This is an optimization exercise on Yosys and OpenROAD, whose aim is a short achievable clock period and few clock cycles, not a production implementation. No activity file was given, so power comes from the tool's default toggle rates.

==> 04-03: inputs <==
// vixen_top
module vixen_top (
    input  logic                clk,
    input  logic                rst_n,
    output logic                mem_en,
    output logic                mem_wr,
    output logic                mem_wide,
    output logic [16-1:0] mem_addr,
    output logic [16-1:0] mem_din,
    input  logic [16-1:0] mem_dout
);
clock: 8.0 ns
lec_check: 0
abc_clock_period_in_ps: 2500
cap_margin: 30
core_margin: 2
core_utilization: 40
setup_slack_margin: 5
slew_margin: 30
run.sh (not shown) runs the stock make flow with config.mk's settings and CLKGATE_MAP_FILE= SYNTH_SCRIPT=/design/flow/synth_recipe.tcl, a recipe that flattens the netlist after the stock synthesis.
==> inputs of 04-18, as changes to 04-03 <==
--- a/flow/design.v
+++ b/flow/design.v
@@ -9,27 +9,22 @@
     input  logic [16-1:0] mem_dout
 );
     logic [15:0] rf [0:14];              
     logic        fn, fz, fc, fv;
     logic        halted;                 
     logic        jwait;                  
     logic        skipp;                  
     logic        jpend;                  
-    logic        st_v;                   
-    logic [3:0]  st_rb;                  
-    logic [4:0]  st_off;
-    logic [15:0] st_data;
     logic        wb_v;                   
     logic [3:0]  wb_rd;
     logic [15:0] wb_val;                 
     logic        bus_fetch;              
     logic        bus_ld;                 
     logic [3:0]  bus_rt;
-    logic [15:0] lastf;                  
     logic [15:0] fpc;                    
     logic        ret_v;                  
     logic [15:0] ret_npc;                
     logic        ldd_v;                  
     logic [3:0]  ldd_rt;
     logic        ldd_wide;
     logic [1:0]  qcnt;
     logic [15:0] q_i  [0:2];
@@ -164,30 +159,28 @@
     assign res_n = res[15];
     assign res_z = c_sum ? z_sum : res_o == 16'd0;
     assign res_v = res_n ^ opA[15] ^ opBx[15] ^ res_c;
     logic fn_n, fz_n, fc_n, fv_n;
     assign fn_n = e_v && c_wnz ? res_n : fn;
     assign fz_n = e_v && c_wnz ? res_z : fz;
     assign fc_n = e_v && c_wc  ? res_c : fc;
     assign fv_n = e_v && c_wv  ? res_v : fv;
-    logic [15:0] ls_addr;
-    assign ls_addr = opB + {11'd0, e_off};
     logic e_we, e_jmp, e_ld15, e_prfalse, e_halting;
     assign e_we      = e_v && c_wr && e_rd != 4'hF;
     assign e_jmp     = e_v && c_wr && e_rd == 4'hF;
-    logic fwd_hit;
-    assign fwd_hit   = c_wide && st_v && e_sh == st_rb && e_off == st_off;
     assign e_ld15    = e_v && c_ld && e_rd == 4'hF;
     logic e_jfast, e_jslow, e_hold;
     assign e_jfast   = e_jmp && (c_movb || c_imm);
     assign e_jslow   = e_jmp && !(c_movb || c_imm);
     assign e_hold    = e_ld15 || e_jslow;
     assign e_prfalse = e_v && c_pr && !cond_true;
     assign e_halting = e_v && c_halt;
+    logic [15:0] ls_addr;
+    assign ls_addr = opB + {11'd0, e_off};
     logic ld15_jump;
     assign ld15_jump = ldd_v && ldd_rt == 4'hF;
     logic        redirect;
     logic [15:0] tgt;
     always_comb begin
         redirect = 1'b0;
         tgt      = {ld_val[15:1], 1'b0};
         if (ld15_jump) begin
@@ -225,122 +218,59 @@
     assign fa_i = mem_dout[3:0];
     assign fb_i = mem_dout[7:4];
     assign qa_i = q_i[0][3:0];
     assign qb_i = q_i[0][7:4];
     assign rfa_f = fa_i == 4'hF ? d_npc : rf[fa_i];
     assign rfb_f = fb_i == 4'hF ? d_npc : rf[fb_i];
     assign rfa_q = qa_i == 4'hF ? d_npc : rf[qa_i];
     assign rfb_q = qb_i == 4'hF ? d_npc : rf[qb_i];
-    logic        sub_f;
-    logic [15:0] rfxs [0:15];
-    logic [15:0] rfbx_f;
-    assign sub_f = mem_dout[15:13] == 3'b000 &&
-                   (mem_dout[12:8] == 5'b00011 || mem_dout[12:8] == 5'b00101 || mem_dout[12:8] == 5'b01101);
-    always_comb begin
-        for (int k = 0; k < 15; k++) rfxs[k] = rf[k] ^ {16{sub_f}};
-        rfxs[15] = d_npc ^ {16{sub_f}};
-    end
-    assign rfbx_f = rfxs[fb_i];
     function automatic logic [2:0] hits(input logic [3:0] k);
         hits = {e_we && k == e_rd, wb_v && k == wb_rd, ldd_v && k == ldd_rt && k != 4'hF};
     endfunction
     logic [2:0] h_fa, h_fb, h_qa, h_qb, h_a, h_b;
     assign h_fa = hits(fa_i);
     assign h_fb = hits(fb_i);
     assign h_qa = hits(qa_i);
     assign h_qb = hits(qb_i);
     assign h_a  = d_fq ? h_qa : h_fa;
     assign h_b  = d_fq ? h_qb : h_fb;
-    logic s_ea, s_wa, s_la, s_qa, s_fa, s_eb, s_wb, s_lb, s_qb, s_fb;
-    always_comb begin
-        s_ea = d_fq ? h_qa[2] : h_fa[2];
-        s_wa = d_fq ? (!h_qa[2] && h_qa[1]) : (!h_fa[2] && h_fa[1]);
-        s_la = d_fq ? (!h_qa[2] && !h_qa[1] && h_qa[0]) : (!h_fa[2] && !h_fa[1] && h_fa[0]);
-        s_qa = d_fq && h_qa == 3'b000;
-        s_fa = !d_fq && h_fa == 3'b000;
-        s_eb = d_fq ? h_qb[2] : h_fb[2];
-        s_wb = d_fq ? (!h_qb[2] && h_qb[1]) : (!h_fb[2] && h_fb[1]);
-        s_lb = d_fq ? (!h_qb[2] && !h_qb[1] && h_qb[0]) : (!h_fb[2] && !h_fb[1] && h_fb[0]);
-        s_qb = d_fq && h_qb == 3'b000;
-        s_fb = !d_fq && h_fb == 3'b000;
-    end
-    logic [15:0] vbx, subm, immx;
-    assign subm = {16{d_sub}};
-    assign immx = {{7{d_i[12]}}, d_i[12:4]};
     always_comb begin
-        va  = ({16{s_ea}} & res) | ({16{s_wa}} & wb_val) | ({16{s_la}} & ld_val) |
-              ({16{s_qa}} & rfa_q) | ({16{s_fa}} & rfa_f);
-        vb  = ({16{s_eb}} & res) | ({16{s_wb}} & wb_val) | ({16{s_lb}} & ld_val) |
-              ({16{s_qb}} & rfb_q) | ({16{s_fb}} & rfb_f);
-        vbx = d_addi ? immx :
-              (({16{s_eb}} & (res ^ subm)) | ({16{s_wb}} & (wb_val ^ subm)) |
-               ({16{s_lb}} & (ld_val ^ subm)) | ({16{s_qb}} & (rfb_q ^ subm)) |
-               ({16{s_fb}} & rfbx_f));
+        va = d_fq ? rfa_q : rfa_f;
+        vb = d_fq ? rfb_q : rfb_f;
+        if (h_a[0]) va = ld_val;
+        if (h_b[0]) vb = ld_val;
+        if (h_a[1]) va = wb_val;
+        if (h_b[1]) vb = wb_val;
+        if (h_a[2]) va = res;
+        if (h_b[2]) vb = res;
     end
     logic [1:0] cnt_next;
     logic       cons_sure, fetch_ok, pop;
     logic [1:0] cnt_in;
     logic [2:0] cnt_fl;
     assign cnt_in    = qcnt + {1'b0, ret_v};                     
     assign cnt_fl    = {1'b0, cnt_in} + {2'b0, bus_fetch};
     assign cnt_next  = consumed ? cnt_in - 2'd1 : cnt_in;
     assign cons_sure = d_v && (kill || !((e_v && c_ld) || bus_ld));
     assign fetch_ok  = cons_sure ? cnt_fl <= 3'd3 : cnt_fl <= 3'd2;
     assign pop       = consumed && d_fq;
-    logic        n_en, n_bwr, n_wide, n_fetch, n_ld, use_tf;
-    logic        b_en, b_bwr, b_wide, b_fetch, b_ld;
-    logic [3:0]  n_rt;
-    logic [15:0] n_addr, b_addr, dq_tgt;
-    assign fpc = bus_fetch ? mem_addr : lastf;
-    always_comb begin
-        b_en    = 1'b0;
-        b_bwr   = 1'b0;
-        b_wide  = mem_wide;
-        b_fetch = 1'b0;
-        b_ld    = 1'b0;
-        n_rt    = bus_rt;
-        b_addr  = mem_addr;
-        if (halted || e_halting) begin
-            b_en = 1'b0;
-        end else if (redirect) begin
-            b_en = 1'b1; b_wide = 1'b1; b_fetch = 1'b1;
-            b_addr = tgt;
-        end else if (e_ld15 && fwd_hit) begin
-            b_en = 1'b1; b_wide = 1'b1; b_fetch = 1'b1;
-            b_addr = {st_data[15:1], 1'b0};
-        end else if (e_v && (c_ld || c_st)) begin
-            b_en = 1'b1; b_bwr = c_st; b_wide = c_wide; b_ld = c_ld; n_rt = e_rd;
-            b_addr = ls_addr;
-        end else if (!jwait && !e_jslow && fetch_ok) begin
-            b_en = 1'b1; b_wide = 1'b1; b_fetch = 1'b1;
-            b_addr = fpc + 16'd2;
-        end
-    end
-    assign dq_tgt  = tgt_q;
-    assign n_en    = dred | b_en;
-    assign n_bwr   = !dred & b_bwr;
-    assign n_wide  = dred | b_wide;
-    assign n_fetch = dred | b_fetch;
-    assign n_ld    = !dred & b_ld;
-    assign n_addr  = dred ? dq_tgt : b_addr;
-    assign use_tf  = dred && d_br && !d_fq;
     always_ff @(posedge clk) begin
         e_npc  <= d_npc;
         wb_val <= res;
         wb_rd  <= e_rd;
         e_tgt  <= d_tgt;
         e_imm  <= d_movh ? {d_i[11:4], 8'h00} : {8'h00, d_i[11:4]};
         e_rd   <= d_i[3:0];
         e_sh   <= d_i[7:4];
         for (int k = 0; k < 14; k++) c_csel[k] <= d_i[7:4] == 4'(k);
         e_off  <= d_i[12:8];
         opA    <= va;
         opB    <= vb;
-        opBx   <= vbx;
+        opBx   <= d_addi ? {{7{d_i[12]}}, d_i[12:4]} : (d_sub ? ~vb : vb);
         c_sum <= n_sum; c_movb <= n_movb; c_mvn <= n_mvn; c_and <= n_and; c_orr <= n_orr;
         c_eor <= n_eor; c_bic <= n_bic; c_shl <= n_shl; c_shr <= n_shr; c_imm <= n_imm;
         c_cin_fc <= n_cin_fc; c_cin_one <= n_cin_one;
         c_wr <= n_wr; c_wnz <= n_wnz; c_wc <= n_wc; c_wv <= n_wv;
         c_ld <= d_ld; c_st <= d_st; c_wide <= d_i[13];
         c_br <= d_br; c_bl <= d_i[12]; c_brd <= dred;
         c_pr <= d_pr; c_halt <= n_halt;
         ret_npc  <= mem_addr + 16'd2;
@@ -379,57 +309,72 @@
             skipp     <= 1'b0;
             mem_en    <= 1'b1;           
             mem_wr    <= 1'b0;
             mem_wide  <= 1'b1;
             mem_addr  <= 16'h0000;
             bus_fetch <= 1'b1;
             bus_ld    <= 1'b0;
             bus_rt    <= 4'd0;
-            lastf     <= 16'h0000;
+            fpc       <= 16'h0000;
             ret_v     <= 1'b0;
             ldd_v     <= 1'b0;
             qcnt      <= 2'd0;
             e_v       <= 1'b0;
             wb_v      <= 1'b0;
             jpend     <= 1'b0;
-            st_v      <= 1'b0;
         end else begin
             if (e_halting) halted <= 1'b1;
             if (redirect)
                 skipp <= 1'b0;
             else if (e_prfalse && !d_v)
                 skipp <= 1'b1;
             else if (skipp && d_v)
                 skipp <= 1'b0;
             ret_v <= bus_fetch && !redirect && !e_hold && !dred;
             ldd_v <= bus_ld;
             e_v   <= adv;
             wb_v  <= e_we;
             jpend <= e_jslow;
-            if (e_v && c_st) begin
-                st_v    <= c_wide && e_sh != 4'hF;
-                st_rb   <= e_sh;
-                st_off  <= e_off;
-                st_data <= opA;
-            end else if (e_v && (((c_wr || c_ld) && e_rd == st_rb) || (c_br && c_bl && st_rb == 4'hE))) begin
-                st_v    <= 1'b0;
-            end
             if (redirect || e_hold || dred)
                 qcnt <= 2'd0;
             else
                 qcnt <= cnt_next;
-            if (e_ld15 && !fwd_hit) jwait <= 1'b1;
+            if (e_ld15) jwait <= 1'b1;
             else if (ld15_jump) jwait <= 1'b0;
-            bus_fetch <= n_fetch;
-            bus_ld    <= n_ld;
-            bus_rt    <= n_rt;
-            mem_wr    <= n_bwr;
-            mem_en    <= n_en;
-            mem_wide  <= n_wide;
-            mem_addr  <= use_tf ? tgt_f : n_addr;
-            lastf     <= fpc;
+            bus_fetch <= 1'b0;
+            bus_ld    <= 1'b0;
+            mem_wr    <= 1'b0;
+            mem_en    <= 1'b0;
+            if (halted || e_halting) begin
+                mem_en <= 1'b0;
+            end else if (redirect) begin
+                mem_en    <= 1'b1;
+                mem_wide  <= 1'b1;
+                mem_addr  <= tgt;
+                fpc       <= tgt;
+                bus_fetch <= 1'b1;
+            end else if (dred) begin
+                mem_en    <= 1'b1;
+                mem_wide  <= 1'b1;
+                mem_addr  <= d_tgt;
+                fpc       <= d_tgt;
+                bus_fetch <= 1'b1;
+            end else if (e_v && (c_ld || c_st)) begin
+                mem_en   <= 1'b1;
+                mem_wr   <= c_st;
+                mem_wide <= c_wide;
+                mem_addr <= ls_addr;
+                bus_ld   <= c_ld;
+                bus_rt   <= e_rd;
+            end else if (!jwait && !e_jslow && fetch_ok) begin
+                mem_en    <= 1'b1;
+                mem_wide  <= 1'b1;
+                mem_addr  <= fpc + 16'd2;
+                fpc       <= fpc + 16'd2;
+                bus_fetch <= 1'b1;
+            end
         end
     end
     always_ff @(posedge clk) begin
         mem_din <= opA;
     end
 endmodule
==> inputs of 07-17, as changes to 04-03 <==
--- a/flow/design.v
+++ b/flow/design.v
@@ -27,18 +27,18 @@
     logic [15:0] lastf;                  
     logic [15:0] fpc;                    
     logic        ret_v;                  
     logic [15:0] ret_npc;                
     logic        ldd_v;                  
     logic [3:0]  ldd_rt;
     logic        ldd_wide;
     logic [1:0]  qcnt;
-    logic [15:0] q_i  [0:2];
-    logic [15:0] q_npc [0:2];
+    logic [15:0] q_i  [0:1];
+    logic [15:0] q_npc [0:1];
     logic        e_v;
     logic [15:0] e_npc, e_imm, e_tgt;
     logic [15:0] opA, opB, opBx;         
     logic [3:0]  e_rd, e_sh;
     logic [4:0]  e_off;
     logic        c_sum, c_movb, c_mvn, c_and, c_orr, c_eor, c_bic, c_shl, c_shr, c_imm;
     logic        c_cin_fc, c_cin_one;
     logic        c_wr, c_wnz, c_wc, c_wv;
@@ -112,16 +112,17 @@
         end
     end
     function automatic logic [13:0] conds(input logic n, input logic z, input logic c, input logic v);
         conds = {z | (n ^ v), ~z & ~(n ^ v), n ^ v, ~(n ^ v), ~c | z, c & ~z,
                  ~v, v, ~n, n, ~c, c, ~z, z};
     endfunction
     logic [13:0] cond_vec, c_csel;
     logic        cond_true;
+    always_comb for (int k = 0; k < 14; k++) c_csel[k] = e_sh == 4'(k);    
     assign cond_true = |(cond_vec & c_csel);
     logic        e_cin;
     logic [15:0] ag, ap, cy;
     logic [15:0] sum;
     logic        sum_c;
     assign e_cin = (c_cin_fc & fc) | c_cin_one;
     always_comb begin
         logic [15:0] g, p;
@@ -225,26 +226,16 @@
     assign fa_i = mem_dout[3:0];
     assign fb_i = mem_dout[7:4];
     assign qa_i = q_i[0][3:0];
     assign qb_i = q_i[0][7:4];
     assign rfa_f = fa_i == 4'hF ? d_npc : rf[fa_i];
     assign rfb_f = fb_i == 4'hF ? d_npc : rf[fb_i];
     assign rfa_q = qa_i == 4'hF ? d_npc : rf[qa_i];
     assign rfb_q = qb_i == 4'hF ? d_npc : rf[qb_i];
-    logic        sub_f;
-    logic [15:0] rfxs [0:15];
-    logic [15:0] rfbx_f;
-    assign sub_f = mem_dout[15:13] == 3'b000 &&
-                   (mem_dout[12:8] == 5'b00011 || mem_dout[12:8] == 5'b00101 || mem_dout[12:8] == 5'b01101);
-    always_comb begin
-        for (int k = 0; k < 15; k++) rfxs[k] = rf[k] ^ {16{sub_f}};
-        rfxs[15] = d_npc ^ {16{sub_f}};
-    end
-    assign rfbx_f = rfxs[fb_i];
     function automatic logic [2:0] hits(input logic [3:0] k);
         hits = {e_we && k == e_rd, wb_v && k == wb_rd, ldd_v && k == ldd_rt && k != 4'hF};
     endfunction
     logic [2:0] h_fa, h_fb, h_qa, h_qb, h_a, h_b;
     assign h_fa = hits(fa_i);
     assign h_fb = hits(fb_i);
     assign h_qa = hits(qa_i);
     assign h_qb = hits(qb_i);
@@ -269,27 +260,27 @@
     always_comb begin
         va  = ({16{s_ea}} & res) | ({16{s_wa}} & wb_val) | ({16{s_la}} & ld_val) |
               ({16{s_qa}} & rfa_q) | ({16{s_fa}} & rfa_f);
         vb  = ({16{s_eb}} & res) | ({16{s_wb}} & wb_val) | ({16{s_lb}} & ld_val) |
               ({16{s_qb}} & rfb_q) | ({16{s_fb}} & rfb_f);
         vbx = d_addi ? immx :
               (({16{s_eb}} & (res ^ subm)) | ({16{s_wb}} & (wb_val ^ subm)) |
                ({16{s_lb}} & (ld_val ^ subm)) | ({16{s_qb}} & (rfb_q ^ subm)) |
-               ({16{s_fb}} & rfbx_f));
+               ({16{s_fb}} & (rfb_f ^ subm)));
     end
     logic [1:0] cnt_next;
     logic       cons_sure, fetch_ok, pop;
     logic [1:0] cnt_in;
     logic [2:0] cnt_fl;
     assign cnt_in    = qcnt + {1'b0, ret_v};                     
     assign cnt_fl    = {1'b0, cnt_in} + {2'b0, bus_fetch};
     assign cnt_next  = consumed ? cnt_in - 2'd1 : cnt_in;
     assign cons_sure = d_v && (kill || !((e_v && c_ld) || bus_ld));
-    assign fetch_ok  = cons_sure ? cnt_fl <= 3'd3 : cnt_fl <= 3'd2;
+    assign fetch_ok  = consumed ? cnt_fl <= 3'd2 : cnt_fl <= 3'd1;     
     assign pop       = consumed && d_fq;
     logic        n_en, n_bwr, n_wide, n_fetch, n_ld, use_tf;
     logic        b_en, b_bwr, b_wide, b_fetch, b_ld;
     logic [3:0]  n_rt;
     logic [15:0] n_addr, b_addr, dq_tgt;
     assign fpc = bus_fetch ? mem_addr : lastf;
     always_comb begin
         b_en    = 1'b0;
@@ -326,38 +317,37 @@
     always_ff @(posedge clk) begin
         e_npc  <= d_npc;
         wb_val <= res;
         wb_rd  <= e_rd;
         e_tgt  <= d_tgt;
         e_imm  <= d_movh ? {d_i[11:4], 8'h00} : {8'h00, d_i[11:4]};
         e_rd   <= d_i[3:0];
         e_sh   <= d_i[7:4];
-        for (int k = 0; k < 14; k++) c_csel[k] <= d_i[7:4] == 4'(k);
         e_off  <= d_i[12:8];
         opA    <= va;
         opB    <= vb;
         opBx   <= vbx;
         c_sum <= n_sum; c_movb <= n_movb; c_mvn <= n_mvn; c_and <= n_and; c_orr <= n_orr;
         c_eor <= n_eor; c_bic <= n_bic; c_shl <= n_shl; c_shr <= n_shr; c_imm <= n_imm;
         c_cin_fc <= n_cin_fc; c_cin_one <= n_cin_one;
         c_wr <= n_wr; c_wnz <= n_wnz; c_wc <= n_wc; c_wv <= n_wv;
         c_ld <= d_ld; c_st <= d_st; c_wide <= d_i[13];
         c_br <= d_br; c_bl <= d_i[12]; c_brd <= dred;
         c_pr <= d_pr; c_halt <= n_halt;
         ret_npc  <= mem_addr + 16'd2;
         ldd_rt   <= bus_rt;
         ldd_wide <= mem_wide;
-        for (int i = 0; i < 3; i++) begin
+        for (int i = 0; i < 2; i++) begin
             if (pop ? (i + 1 >= qcnt) : (i == qcnt)) begin
                 q_i[i]  <= mem_dout;
                 q_npc[i] <= ret_npc;
             end else if (pop) begin
-                q_i[i]  <= q_i[i < 2 ? i + 1 : 2];
-                q_npc[i] <= q_npc[i < 2 ? i + 1 : 2];
+                q_i[i]  <= q_i[1];
+                q_npc[i] <= q_npc[1];
             end
         end
     end
     always_ff @(posedge clk) begin
         if (!rst_n) begin
             for (int i = 0; i < 15; i++) rf[i] <= 16'd0;
             fn <= 1'b0; fz <= 1'b0; fc <= 1'b0; fv <= 1'b0;
             cond_vec <= conds(1'b0, 1'b0, 1'b0, 1'b0);
==> inputs of 12-26, as changes to 04-03 <==
--- a/flow/design.v
+++ b/flow/design.v
@@ -112,16 +112,17 @@
         end
     end
     function automatic logic [13:0] conds(input logic n, input logic z, input logic c, input logic v);
         conds = {z | (n ^ v), ~z & ~(n ^ v), n ^ v, ~(n ^ v), ~c | z, c & ~z,
                  ~v, v, ~n, n, ~c, c, ~z, z};
     endfunction
     logic [13:0] cond_vec, c_csel;
     logic        cond_true;
+    always_comb for (int k = 0; k < 14; k++) c_csel[k] = e_sh == 4'(k);    
     assign cond_true = |(cond_vec & c_csel);
     logic        e_cin;
     logic [15:0] ag, ap, cy;
     logic [15:0] sum;
     logic        sum_c;
     assign e_cin = (c_cin_fc & fc) | c_cin_one;
     always_comb begin
         logic [15:0] g, p;
@@ -225,26 +226,16 @@
     assign fa_i = mem_dout[3:0];
     assign fb_i = mem_dout[7:4];
     assign qa_i = q_i[0][3:0];
     assign qb_i = q_i[0][7:4];
     assign rfa_f = fa_i == 4'hF ? d_npc : rf[fa_i];
     assign rfb_f = fb_i == 4'hF ? d_npc : rf[fb_i];
     assign rfa_q = qa_i == 4'hF ? d_npc : rf[qa_i];
     assign rfb_q = qb_i == 4'hF ? d_npc : rf[qb_i];
-    logic        sub_f;
-    logic [15:0] rfxs [0:15];
-    logic [15:0] rfbx_f;
-    assign sub_f = mem_dout[15:13] == 3'b000 &&
-                   (mem_dout[12:8] == 5'b00011 || mem_dout[12:8] == 5'b00101 || mem_dout[12:8] == 5'b01101);
-    always_comb begin
-        for (int k = 0; k < 15; k++) rfxs[k] = rf[k] ^ {16{sub_f}};
-        rfxs[15] = d_npc ^ {16{sub_f}};
-    end
-    assign rfbx_f = rfxs[fb_i];
     function automatic logic [2:0] hits(input logic [3:0] k);
         hits = {e_we && k == e_rd, wb_v && k == wb_rd, ldd_v && k == ldd_rt && k != 4'hF};
     endfunction
     logic [2:0] h_fa, h_fb, h_qa, h_qb, h_a, h_b;
     assign h_fa = hits(fa_i);
     assign h_fb = hits(fb_i);
     assign h_qa = hits(qa_i);
     assign h_qb = hits(qb_i);
@@ -269,17 +260,17 @@
     always_comb begin
         va  = ({16{s_ea}} & res) | ({16{s_wa}} & wb_val) | ({16{s_la}} & ld_val) |
               ({16{s_qa}} & rfa_q) | ({16{s_fa}} & rfa_f);
         vb  = ({16{s_eb}} & res) | ({16{s_wb}} & wb_val) | ({16{s_lb}} & ld_val) |
               ({16{s_qb}} & rfb_q) | ({16{s_fb}} & rfb_f);
         vbx = d_addi ? immx :
               (({16{s_eb}} & (res ^ subm)) | ({16{s_wb}} & (wb_val ^ subm)) |
                ({16{s_lb}} & (ld_val ^ subm)) | ({16{s_qb}} & (rfb_q ^ subm)) |
-               ({16{s_fb}} & rfbx_f));
+               ({16{s_fb}} & (rfb_f ^ subm)));
     end
     logic [1:0] cnt_next;
     logic       cons_sure, fetch_ok, pop;
     logic [1:0] cnt_in;
     logic [2:0] cnt_fl;
     assign cnt_in    = qcnt + {1'b0, ret_v};                     
     assign cnt_fl    = {1'b0, cnt_in} + {2'b0, bus_fetch};
     assign cnt_next  = consumed ? cnt_in - 2'd1 : cnt_in;
@@ -326,17 +317,16 @@
     always_ff @(posedge clk) begin
         e_npc  <= d_npc;
         wb_val <= res;
         wb_rd  <= e_rd;
         e_tgt  <= d_tgt;
         e_imm  <= d_movh ? {d_i[11:4], 8'h00} : {8'h00, d_i[11:4]};
         e_rd   <= d_i[3:0];
         e_sh   <= d_i[7:4];
-        for (int k = 0; k < 14; k++) c_csel[k] <= d_i[7:4] == 4'(k);
         e_off  <= d_i[12:8];
         opA    <= va;
         opB    <= vb;
         opBx   <= vbx;
         c_sum <= n_sum; c_movb <= n_movb; c_mvn <= n_mvn; c_and <= n_and; c_orr <= n_orr;
         c_eor <= n_eor; c_bic <= n_bic; c_shl <= n_shl; c_shr <= n_shr; c_imm <= n_imm;
         c_cin_fc <= n_cin_fc; c_cin_one <= n_cin_one;
         c_wr <= n_wr; c_wnz <= n_wnz; c_wc <= n_wc; c_wv <= n_wv;
==> summary.txt <==
Against 04-03, the critical path depth of 12-26 is higher by 5. In 04-18 the area after synthesis is lower than in 12-26, by about 2.6%. Between 04-03 and 07-17, the lower via count is in 07-17 (gap 2.4%, measured against 07-17). Non-clock buffer count: 07-17 is lower than 04-03 (23). Between 04-18 and 04-03, the lower sequential power is in 04-18 (gap about 0.7%, measured against 04-03). 12-26 finished with timing, DRC and antenna clean. 04-03 passed the timing, DRC and antenna checks. 07-17 ran to the end with no violations. 04-18 finished with timing, DRC and antenna clean. Sequential share of layout area, highest first: 04-18, 04-03, 12-26, 07-17.
No functional check of the RTL was part of any run of this note.

==> afterwards: timing with drivers on the ports <==
In the flow no input, the clock included, has a driving cell. The finished layouts below were timed again as built, in two steps. Step 1 sets driving cells, clkbuf_16 on the clock port and buf_2 on the other inputs (assumed; they add their load-dependent delay and slew). Step 2 adds t to the input delays and takes it off the output delays; t is the mean of the earliest and latest rising clock arrival at the registers after step 1. Input paths then give back, and output paths get back, about the clock's delay inside the block. a / b / c = ideal / step 1 / step 2; a / b = the first two.
run	t, ns	slack for setup (ns)	worst data-port slew with drivers (ns)
04-03	0.737	4.550 / 4.550 / 3.887	0.34
04-18	0.730	4.502 / 4.310 / 3.580	0.34
07-17	0.703	4.481 / 4.462 / 3.759	0.27
12-26	0.722	4.666 / 4.506 / 3.783	0.36
After both steps every run listed still meets setup and hold. For 04-18, which loses most, drivers alone change the setup slack by -0.192 ns; drivers and shift together by -0.922 ns.
